From an optimization exercise on the open Yosys and OpenROAD flow, aimed at small area, a short achievable clock period and few clock cycles per item; shortcuts taken in it are not production practice.
Only simulation tests tie the RTL to the original design; equivalence was not proved.
No activity file was given, so power comes from the tool's default toggle rates.

[flow/run.sh]
#!/bin/bash
# synth_recipe.tcl (not shown) runs the flow's synth.tcl, then flattens the netlist and writes it again
# the make line also repeats each setting of config.mk as NAME=value (left out here)
make -C /OpenROAD-flow-scripts/flow DESIGN_CONFIG=/design/flow/config.mk WORK_HOME=/design/flow/orfs CLKGATE_MAP_FILE= SYNTH_SCRIPT=/design/flow/synth_recipe.tcl finish
[flow/config.mk]
export PLATFORM = sky130hd
export DESIGN_NAME = sorted_priority_queue
export DESIGN_NICKNAME = sorted_priority_queue
export VERILOG_FILES = /design/flow/design.v
export SDC_FILE = /design/flow/constraint.sdc
export NUM_CORES = 4
export LEC_CHECK = 0
export CAP_MARGIN = 20
export CORE_MARGIN = 2
export CORE_UTILIZATION = 40
export SLEW_MARGIN = 20
[flow/constraint.sdc]
create_clock -name core_clock -period 10.0 [get_ports {clk_i}]
set_input_delay 2.0000 -clock core_clock [delete_from_list [all_inputs] [get_ports {clk_i}]]
set_output_delay 2.0000 -clock core_clock [all_outputs]
set_load 0.01 [all_outputs]
[flow/design.v]
package spq_pkg;
  localparam int unsigned ValW    = 32;
  localparam int unsigned CmdW    = 2;
  localparam int unsigned StatusW = 3;
  localparam logic [CmdW-1:0] CmdInsert = 2'd0;
  localparam logic [CmdW-1:0] CmdDelete = 2'd1;
  localparam logic [CmdW-1:0] CmdList   = 2'd2;
  localparam logic [StatusW-1:0] StDone     = 3'd0;
  localparam logic [StatusW-1:0] StOverflow = 3'd1;
  localparam logic [StatusW-1:0] StEmpty    = 3'd2;
  localparam logic [StatusW-1:0] StNotFound = 3'd3;
  localparam logic [StatusW-1:0] StListed   = 3'd4;
  typedef struct packed {
    logic                   ins;
    logic                   del;
    logic                   rot;
    logic signed [ValW-1:0] val;
  } cell_ctrl_t;
endpackage
module spq_cell (
  input  logic                                clk_i,
  input  spq_pkg::cell_ctrl_t                 ctrl_i,
  input  logic                                occ_i,
  input  logic                                occ_next_i,
  input  logic                                left_t_i,
  input  logic                                left_found_i,
  input  logic signed [spq_pkg::ValW-1:0]     left_val_i,
  input  logic signed [spq_pkg::ValW-1:0]     right_val_i,
  input  logic signed [spq_pkg::ValW-1:0]     head_val_i,
  output logic                                t_o,
  output logic                                found_o,
  output logic signed [spq_pkg::ValW-1:0]     val_o
);
  logic signed [spq_pkg::ValW-1:0] val_q, val_d;
  logic                            eq;
  assign t_o     = !occ_i || (ctrl_i.val >= val_q);
  assign eq      = occ_i && (val_q == ctrl_i.val);
  assign found_o = left_found_i || eq;
  assign val_o   = val_q;
  always_comb begin
    val_d = val_q;
    if (ctrl_i.ins) begin
      if (left_t_i) begin
        val_d = left_val_i;
      end else if (t_o) begin
        val_d = ctrl_i.val;
      end
    end else if (ctrl_i.del) begin
      if (found_o) begin
        val_d = right_val_i;
      end
    end else if (ctrl_i.rot) begin
      if (occ_i && !occ_next_i) begin
        val_d = head_val_i;
      end else if (occ_i) begin
        val_d = right_val_i;
      end
    end
  end
  always_ff @(posedge clk_i) begin
    val_q <= val_d;
  end
endmodule
module sorted_priority_queue #(
  parameter int unsigned DEPTH = 32
) (
  input  logic                                   clk_i,
  input  logic                                   rst_ni,
  input  logic                                   in_valid_i,
  output logic                                   in_stall_o,
  input  logic [spq_pkg::CmdW-1:0]               cmd_i,
  input  logic signed [spq_pkg::ValW-1:0]        value_i,
  output logic                                   out_valid_o,
  input  logic                                   out_stall_i,
  output logic [spq_pkg::StatusW-1:0]            status_o,
  output logic signed [spq_pkg::ValW-1:0]        entry_o,
  output logic                                   last_o
);
  localparam int unsigned CntW = $clog2(DEPTH + 1);
  typedef enum logic [1:0] {
    StIdle = 2'b01,
    StList = 2'b10
  } state_e;
  state_e                            state_q, state_d;
  logic [CntW-1:0]                   count_q, count_d;
  logic [CntW-1:0]                   rem_q, rem_d;
  logic                              out_valid_q, out_valid_d;
  logic [spq_pkg::StatusW-1:0]       status_q, status_d;
  logic signed [spq_pkg::ValW-1:0]   entry_q, entry_d;
  logic                              last_q, last_d;
  spq_pkg::cell_ctrl_t               ctrl;
  logic [DEPTH-1:0]                  occ, t, found;
  logic signed [spq_pkg::ValW-1:0]   vals [DEPTH];
  logic out_free, accept, full, is_ins, is_del, is_list;
  assign out_free   = !out_valid_q || !out_stall_i;
  assign in_stall_o = (state_q != StIdle) || !out_free;
  assign accept     = in_valid_i && !in_stall_o;
  assign full       = (count_q == CntW'(DEPTH));
  assign is_ins     = accept && (cmd_i == spq_pkg::CmdInsert);
  assign is_del     = accept && (cmd_i == spq_pkg::CmdDelete);
  assign is_list    = accept && (cmd_i == spq_pkg::CmdList);
  assign ctrl.ins = is_ins && !full;
  assign ctrl.del = is_del && found[DEPTH-1];
  assign ctrl.rot = (state_q == StList) && out_free;
  assign ctrl.val = value_i;
  always_comb begin
    for (int i = 0; i < DEPTH; i++) begin
      occ[i] = (CntW'(i) < count_q);
    end
  end
  for (genvar g = 0; g < DEPTH; g++) begin : g_cell
    logic                            left_t, left_found, occ_next;
    logic signed [spq_pkg::ValW-1:0] left_val, right_val;
    if (g == 0) begin : g_first
      assign left_t     = 1'b0;
      assign left_found = 1'b0;
      assign left_val   = value_i;
    end else begin : g_mid
      assign left_t     = t[g-1];
      assign left_found = found[g-1];
      assign left_val   = vals[g-1];
    end
    if (g == DEPTH - 1) begin : g_last
      assign right_val = vals[g];
      assign occ_next  = 1'b0;
    end else begin : g_inner
      assign right_val = vals[g+1];
      assign occ_next  = occ[g+1];
    end
    spq_cell u_cell (
      .clk_i        (clk_i),
      .ctrl_i       (ctrl),
      .occ_i        (occ[g]),
      .occ_next_i   (occ_next),
      .left_t_i     (left_t),
      .left_found_i (left_found),
      .left_val_i   (left_val),
      .right_val_i  (right_val),
      .head_val_i   (vals[0]),
      .t_o          (t[g]),
      .found_o      (found[g]),
      .val_o        (vals[g])
    );
  end
  always_comb begin
    state_d     = state_q;
    count_d     = count_q;
    rem_d       = rem_q;
    out_valid_d = out_valid_q && out_stall_i;
    status_d    = status_q;
    entry_d     = entry_q;
    last_d      = last_q;
    case (state_q)
      StIdle: begin
        if (is_ins) begin
          out_valid_d = 1'b1;
          status_d    = full ? spq_pkg::StOverflow : spq_pkg::StDone;
          entry_d     = '0;
          last_d      = 1'b1;
          if (!full) begin
            count_d = count_q + 1'b1;
          end
        end else if (is_del) begin
          out_valid_d = 1'b1;
          entry_d     = '0;
          last_d      = 1'b1;
          if (count_q == '0) begin
            status_d = spq_pkg::StEmpty;
          end else if (!found[DEPTH-1]) begin
            status_d = spq_pkg::StNotFound;
          end else begin
            status_d = spq_pkg::StDone;
            count_d  = count_q - 1'b1;
          end
        end else if (is_list) begin
          if (count_q == '0) begin
            out_valid_d = 1'b1;
            status_d    = spq_pkg::StEmpty;
            entry_d     = '0;
            last_d      = 1'b1;
          end else begin
            rem_d   = count_q;
            state_d = StList;
          end
        end
      end
      StList: begin
        if (out_free) begin
          out_valid_d = 1'b1;
          status_d    = spq_pkg::StListed;
          entry_d     = vals[0];
          last_d      = (rem_q == CntW'(1));
          rem_d       = rem_q - 1'b1;
          if (rem_q == CntW'(1)) begin
            state_d = StIdle;
          end
        end
      end
      default: begin
        state_d = StIdle;
      end
    endcase
  end
  always_ff @(posedge clk_i or negedge rst_ni) begin
    if (!rst_ni) begin
      state_q     <= StIdle;
      count_q     <= '0;
      rem_q       <= '0;
      out_valid_q <= 1'b0;
    end else begin
      state_q     <= state_d;
      count_q     <= count_d;
      rem_q       <= rem_d;
      out_valid_q <= out_valid_d;
    end
  end
  always_ff @(posedge clk_i) begin
    status_q <= status_d;
    entry_q  <= entry_d;
    last_q   <= last_d;
  end
  assign out_valid_o = out_valid_q;
  assign status_o    = status_q;
  assign entry_o     = entry_q;
  assign last_o      = last_q;
endmodule
==> flow_summary_export.csv <==
group,metric,value,unit
placement,gp_congestion,1.042,
worst_setup_path,crit_top_cell,"buf_4",
global_route,grt_pass1_vias,81290,
timing,setup_ws,2.543,ns
status,outcome,"finished clean",
final_layout,final_common_cell,"edfxtp_1",
timing,hold_viol_final,0,
worst_setup_path,path_class,"in -> reg",
worst_setup_path,cp_max_fo,20,
yosys,synth_simple_gate_area_share,14.40,%
die,ios,76,
clock_network,cts-root-buf,"clkbuf_16",
yosys,synth_area,90120,µm²
clock_network,ctsResizeCount,0,
clock_network,hold_buffers,0,
placement,place_ws,2.061,ns
worst_setup_path,end_kind,"flip-flop",
final_layout,nets,10420,
yosys,synthAdderAreaFrac,14.31,%
timing,whs,0.4828,ns
routing,routed-via-count,85470,
timing,slew_viol_final,0,
clock_network,worst_skew_pair.late_latency,0.85,ns
final_layout,fillers,21360,
timing,finalClockSkew,0.03324,ns
routing,post-route-drc-count,0,
global_route,grt_max_degree,165,
pwr,worst_ir_drop_vdd,172.2,µV
final_layout,mostFrequentLayoutCells,"edfxtp_1 (1,060), inv_1 (1,034), ha_1 (1,030)",
pwr,finalPower,19450,µW
worst_setup_path,path_cells,"buf_2 > buf_4 > ha_1 > nand4_1 > nor4_2 > nand4_1 > o22ai_1 > nor4_2 > buf_4 > nand4_2 > buf_4 > a21oi_1 > buf_4 > o21ai_0 > o311a_1 > buf_4",
clock_network,clkSinkCount,1075,
yosys,synth_top_family_by_area,"compound AO/OA/AOI/OAI gates",
global_route,grt_pass1_wl,608500,µm
die,die_w,478.7,µm
yosys,muxShareOfSynthArea,8.947,%
die,die_h,478.7,µm
clock_network,h-tree-depth,4,
routing,viasPerCell,6.856,
routing,wl_per_cell,35.15,µm
clock_network,cts_tree,"built",
yosys,synthArstFlopShare,1.395,%
hold_path,hold_path.class,"reg -> reg",
routing,first_pass_iters,7,
placement,dp_hpwl,320100,µm
final_layout,area_growth,10.59,%
die,die-area,229100,µm²
yosys,syn-num-nets,10630,
worst_setup_path,required,10.51,ns
timing,relSlewSlack,17.24,%
timing,period_needed,7.457,ns
worst_setup_path,critPathSlowestCell,"nor4_2",
timing,fin_crit_sh,74.57,%
placement,numPortBuffers,75,
die,num_rows,174,
yosys,seq_area_frac_synth,35.74,%
yosys,ys_seq_elements,1075,
yosys,synthXorXnorAreaFrac,0.05831,%
yosys,syn_area_per_cell,9.427,µm²
timing,rsz0062_at_grt,"no",
worst_setup_path,max_stage_delay,0.85,ns
yosys,postSynthCellCount,9559,
timing,fmax,134.1,MHz
global_route,track_usage,36.78,%
clock_network,post_cts_buffers,0,
clock_network,clk_pin_slew,0.06,ns
timing,fin_tns_setup,0,ns
die,placeableCoreArea,224500,µm²
timing,setup_viol,0,
yosys,synth_edf_count,1060,
yosys,yosysWarnings,3,
clock_network,clockBufferDepth,3,
global_route,overflow,0,
run,drv_cap,0,
global_route,antenna_found_initial,27,
yosys,synth_compound_area_share,18.77,%
clock_network,cts_made_buffers,140,
pwr,cellLeakagePower,0.04207,µW
yosys,synth_cell_types,100,
yosys,ys_dominant_reg_cell,"edfxtp_1",
timing,worst_pin_slew,1.230,ns
final_layout,final_layout_size_suffix_gt1_share,10.06,%
routing,drt_iter0_drc,11780,
routing,ant_nets,0,
die,start_util,40.15,%
worst_setup_path,cp_data_arrival_time,7.96,ns
pwr,power.density,195.2,nW/µm²
worst_setup_path,startpoint_type,"primary input",
routing,wl,438200,µm
==> critical path, delay by kind of cell <==
family | cells | cell delay (ns)
compound gates | 4 | 1.49
fa+ha+maj | 1 | 0.18
buf+inv | 6 | 2.37
simple gates | 5 | 1.81
==> metrics by stage <==
step                      cell area, µm²  util (%)  instances
after floorplan                    90120         -       9559
after global placement             94930     42.29      12190
after detailed placement           95040     42.34      12190
after CTS                          99500     44.33      12450
after global routing               99620     44.38      12450
final                              99660     44.40      12470
==> report_power, final <==
group	internal (µW)	switching [µW]	total (µW)
sequential	5910	527	6440
combinational	2520	5310	7820
clock	2910	2280	5190
total	11300	8110	19500
==> registers in the layout (all words and copies together) (netlist names) <==
name and count:
entry_q 32, g_cell.u_cell.val_q 1024, out_valid_q 1, count_q 6, last_q 1, rem_q 6
state_q 2, status_q 3
==> per-layer routing <==
metal | vias up | global-route usage (%) | share of wire, %
met5 | - | 0 | 0.024
met1 | 42370 | 47.31 | 39
met3 | 1269 | 9.185 | 11
li1 | 36280 | - | -
met4 | 16 | 23.30 | 7.3
met2 | 5530 | 55.07 | 43
==> final cells by class <==
| cell class | instances | area, µm² | share of cell area (%) |
|---|---|---|---|
| clock buffers | 182 | 3785 | 3.798 |
| diodes | 18 | 45.04 | 0.04520 |
| clock inverters | 70 | 673.1 | 0.6755 |
| multi-input cells | 6680 | 51840 | 52.01 |
| flip-flops and latches | 1075 | 32210 | 32.32 |
| repair buffers | 415 | 3483 | 3.495 |
| well taps | 2992 | 3744 | 3.756 |
| inverters | 1035 | 3885 | 3.898 |
==> path summary, 6_finish.rpt <==
check | cells past startpoint | to | startpoint | slack, ns
min reg2reg | 1 | count_q[5] | count_q[5] | 0.48
max reg2reg | 12 | g_cell[9].u_cell.val_q[1] | g_cell[0].u_cell.val_q[22] | 3.70
max in group asynchronous | 1 | count_q[4] | rst_ni | 7.69
min in group asynchronous | 1 | rem_q[2] | rst_ni | 1.70
max | 16 | g_cell[18].u_cell.val_q[14] | value_i[21] | 2.54
min | 1 | count_q[5] | count_q[5] | 0.48
==> Yosys cell counts, types with 56 or more instances <==
master | count | share of area [%]
inv_1 | 1035 | 4.3
ha_1 | 1031 | 14
o221ai_1 | 455 | 4.4
o21ai_0 | 200 | 1.1
edfxtp_1 | 1060 | 35
mux2_2 | 132 | 1.6
nand2_1 | 429 | 1.8
o311a_1 | 100 | 1.1
mux2i_1 | 657 | 7.3
clkbuf_1 | 582 | 2.4
a311oi_1 | 97 | 0.94
nand4_1 | 305 | 2.1
nor2_1 | 483 | 2.0
nor4_1 | 56 | 0.39
a21o_1 | 166 | 1.4
a211oi_1 | 169 | 1.4
buf_2 | 135 | 0.75
nor3_1 | 451 | 2.5
a21oi_1 | 409 | 2.3
o211ai_1 | 128 | 1.1
o31ai_1 | 108 | 0.90
nand3_1 | 651 | 3.6
==> logic make-up after synthesis <==
| kind of cell | after synthesis |
|---|---|
| flip-flops | 1075 |
| adder cells (fa/ha/maj) | 1031 |
| AND/OR/NAND/NOR | 2623 |
| buffers and inverters | 1804 |
| XOR/XNOR | 6 |
| AO/OA/AOI/OAI | 2231 |
| multiplexers | 789 |
Testbench counts, summed over its fixed seeds: cycles 45,862, items 24,000.

[static timing again, ports no longer ideal]
Ports are ideal in the flow. The routed layout listed here was re-timed in OpenROAD.
Step 1: set_driving_cell puts a clkbuf_16 on clk_i and a buf_2 on each other input, an assumption about the parent block.
Step 2 times the ports against the registers' clock, not the clock port: input delays grow and output delays shrink by t, the midpoint of the rising clock arrivals with the driver on.
a / b / c = no drivers / after step 1 / after step 2; a / b = the first two.
t (ns): 0.925
setup WS [ns]: 2.543 / 2.601 / 1.675
hold slack, ns: 0.483 / 0.483 / 0.483
worst setup path after step 2: input to register
latest minus earliest clock arrival (ns): 0.034 / 0.033
After both steps setup and hold are still met in this run. For this run, drivers alone change the setup slack by +0.058 ns; drivers and shift together by -0.868 ns.
